From an optimization exercise on the open Yosys and OpenROAD flow, aimed at small area, a short achievable clock period and few clock cycles per item; shortcuts taken in it are not production practice.
RTL that was checked went through simulation tests only; none was proved equivalent to the original.

Design dxt1_dxt5_block_decoder_core, start of the top module:
module dxt1_dxt5_block_decoder_core #(
    parameter int MAX_DIMENSION = 4096
) (
    input  logic         i_clk,
    input  logic         i_rst_n,
    input  logic         i_cfg_valid,
    output logic         o_cfg_ready,
    input  logic [1:0]   i_cfg_index,
    input  logic [12:0]  i_cfg_data,
    input  logic         s_axis_tvalid,
    output logic         s_axis_tready,
    input  logic [127:0] s_axis_tdata,    
    output logic         m_axis_tvalid,
    input  logic         m_axis_tready,
    output logic [55:0]  m_axis_tdata,    
    output logic         m_axis_tlast,
    output logic [0:0]   m_axis_tuser     
);
==> flow/config.mk <==
export PLATFORM = sky130hd
export DESIGN_NAME = dxt1_dxt5_block_decoder_core
export DESIGN_NICKNAME = dxt1_dxt5_block_decoder_core
export VERILOG_FILES = /design/flow/design.v
export SDC_FILE = /design/flow/constraint.sdc
export NUM_CORES = 4
export LEC_CHECK = 0
export ABC_AREA = 1
export CAP_MARGIN = 20
export CORE_MARGIN = 2
export CORE_UTILIZATION = 40
export CTS_CLUSTER_DIAMETER = 80
export CTS_CLUSTER_SIZE = 20
export SLEW_MARGIN = 20
export SETUP_SLACK_MARGIN = 5.8
export BUFFER_PORTS_ARGS = -buffer_cell sky130_fd_sc_hd__buf_1
==> flow/constraint.sdc <==
create_clock -name core_clock -period 9.0 [get_ports {i_clk}]
set_input_delay 1.8000 -clock core_clock [delete_from_list [all_inputs] [get_ports {i_clk}]]
set_output_delay 1.8000 -clock core_clock [all_outputs]
set_load 0.01 [all_outputs]
standard.sh (not shown) runs the stock make flow with config.mk's settings and CLKGATE_MAP_FILE= SYNTH_SCRIPT=/design/flow/synth_recipe.tcl, a recipe that flattens the netlist after the stock synthesis.
==> flow/flow/run.sh <==
#!/bin/bash
set -o pipefail
cat >> config.mk <<'CFG'
export SETUP_SLACK_MARGIN = 5.8
export BUFFER_PORTS_ARGS = -buffer_cell sky130_fd_sc_hd__buf_1
CFG
bash standard.sh > standard_run.log 2>&1
Next try:
--- a/flow/design.v
+++ b/flow/design.v
@@ -46,24 +46,27 @@
     localparam logic [1:0] AM_INTERP = 2'd0;
     localparam logic [1:0] AM_ZERO   = 2'd1;
     localparam logic [1:0] AM_FULL   = 2'd2;
     function automatic logic [9:0] blkdim1(input logic [12:0] v);
         if (v[12]) begin
             blkdim1 = 10'd1023;
         end else if (v[11:2] == 10'd0) begin
             blkdim1 = 10'd0;
         end else begin
             blkdim1 = v[11:2] - 10'd1;
         end
     endfunction
+    function automatic logic [1:0] sxy(input logic [1:0] c);
+        sxy = {c[0] ^ c[1], c[0]};
+    endfunction
     function automatic logic [23:0] expand565(input logic [15:0] v);
         expand565 = {v[4:0], v[4:2], v[10:5], v[10:9], v[15:11], v[15:13]};
     endfunction
     function automatic logic [7:0] div3(input logic [9:0] n);
         logic [1:0] r;
         logic [3:0] t;
         logic [9:0] q;
         r = 2'd0;
         for (int i = 4; i >= 0; i--) begin
             t = st3({r, n[2*i +: 2]});
             q[2*i +: 2] = t[3:2];
             r = t[1:0];
@@ -328,51 +331,51 @@
             r_bfmt   <= r_fmt;
             r_bbw    <= r_bw;
             r_lc     <= (r_col >= r_bw);
             r_lr     <= (r_row >= r_bh);
             r_bseven <= (w_ia0 > w_ia1);
             r_bad    <= (w_ia0 > w_ia1) ? (w_ia0 - w_ia1) : (w_ia1 - w_ia0);
         end
     end
     logic [3:0] w_k1;
     assign w_k1 = r_k + 4'd1;
     always_ff @(posedge i_clk) begin
         if (r_rdy) begin
-            r_nci <= r_fmt ? s_axis_tdata[97:96] : s_axis_tdata[33:32];
+            r_nci <= sxy(r_fmt ? s_axis_tdata[97:96] : s_axis_tdata[33:32]);
             r_nai <= s_axis_tdata[18:16];
         end else if (w_sel) begin
-            r_nci <= r_bfmt ? r_hidx[2 * w_k1 +: 2] : r_lo[32 + 2 * w_k1 +: 2];
+            r_nci <= sxy(r_bfmt ? r_hidx[2 * w_k1 +: 2] : r_lo[32 + 2 * w_k1 +: 2]);
             r_nai <= r_lo[16 + 3 * w_k1 +: 3];
         end
     end
     logic [15:0] w_c0, w_c1;
     logic [23:0] w_e0, w_e1;
     logic [1:0]  w_ci;
     logic [2:0]  w_ai;
     logic        w_four, w_zero, w_sx, w_sy;
     logic [7:0]  w_ex, w_ey;
     logic [29:0] w_n;
     logic [2:0]  w_j;
     logic [1:0]  w_am;
     always_comb begin
         w_c0   = r_chdr[15:0];
         w_c1   = r_chdr[31:16];
         w_e0   = expand565(w_c0);
         w_e1   = expand565(w_c1);
-        w_ci   = r_nci;
+        w_ci   = {r_nci[1] ^ r_nci[0], r_nci[0]};
         w_ai   = r_nai;
         w_four = r_bfour;
-        w_zero = !w_four && (w_ci == 2'd3);
-        w_sx   = w_ci[0];
-        w_sy   = w_ci[0] ^ w_ci[1];
+        w_sx   = r_nci[0];
+        w_sy   = r_nci[1];
+        w_zero = !w_four && w_sx && !w_sy;       
         for (int ch = 0; ch < 3; ch++) begin
             w_ex = w_sx ? w_e1[ch*8 +: 8] : w_e0[ch*8 +: 8];
             w_ey = w_sy ? w_e1[ch*8 +: 8] : w_e0[ch*8 +: 8];
             if (w_zero) begin
                 w_n[ch*10 +: 10] = 10'd0;
             end else if (w_four) begin
                 w_n[ch*10 +: 10] = {1'b0, w_ex, 1'b0} + {2'b00, w_ey};
             end else begin
                 w_n[ch*10 +: 10] = {2'b00, w_ex} + {2'b00, w_ey};
             end
         end
         case (w_ai)
=> Routed wire length is lower by 0.84%. Core utilization is lower by 0.88 points. Worst hold slack improves by 0.0076 ns. Sequential share of layout area is higher by 0.65 points. Synthesized cell count is lower by 0.58%.
Testbench counts after the change, summed over its fixed seeds: cycles 17,440, items 16,384.
Only the layout flow was run in the first run of this note; the RTL was not checked for function there.

[re-timing with driven ports]
The results above use ideal ports. As a check the final layouts listed here were re-extracted and re-timed, cells and wires unchanged. Step 1, drivers: a clkbuf_16 drives i_clk and a buf_2 each remaining input, both assumed. Step 2 adds t to the input delays and takes it off the output delays; t is the mean of the earliest and latest rising clock arrival at the registers after step 1. Input paths then give back, and output paths get back, about the clock's delay inside the block. Three values: ideal, step 1, step 2; two values: the first two.
run | t, ns | setup slack, ns | hold WS [ns] | worst data-port slew with drivers (ns)
the first run | 0.640 | 5.610 / 5.610 / 5.111 | 0.478 / 0.478 / 0.478 | 0.10
the second run | 0.613 | 5.680 / 5.680 / 5.116 | 0.486 / 0.486 / 0.486 | 0.10
After both steps every run listed still meets setup and hold. The setup slack of the second run, which loses most, moves by 0.000 ns with the drivers and by -0.564 ns with both steps.
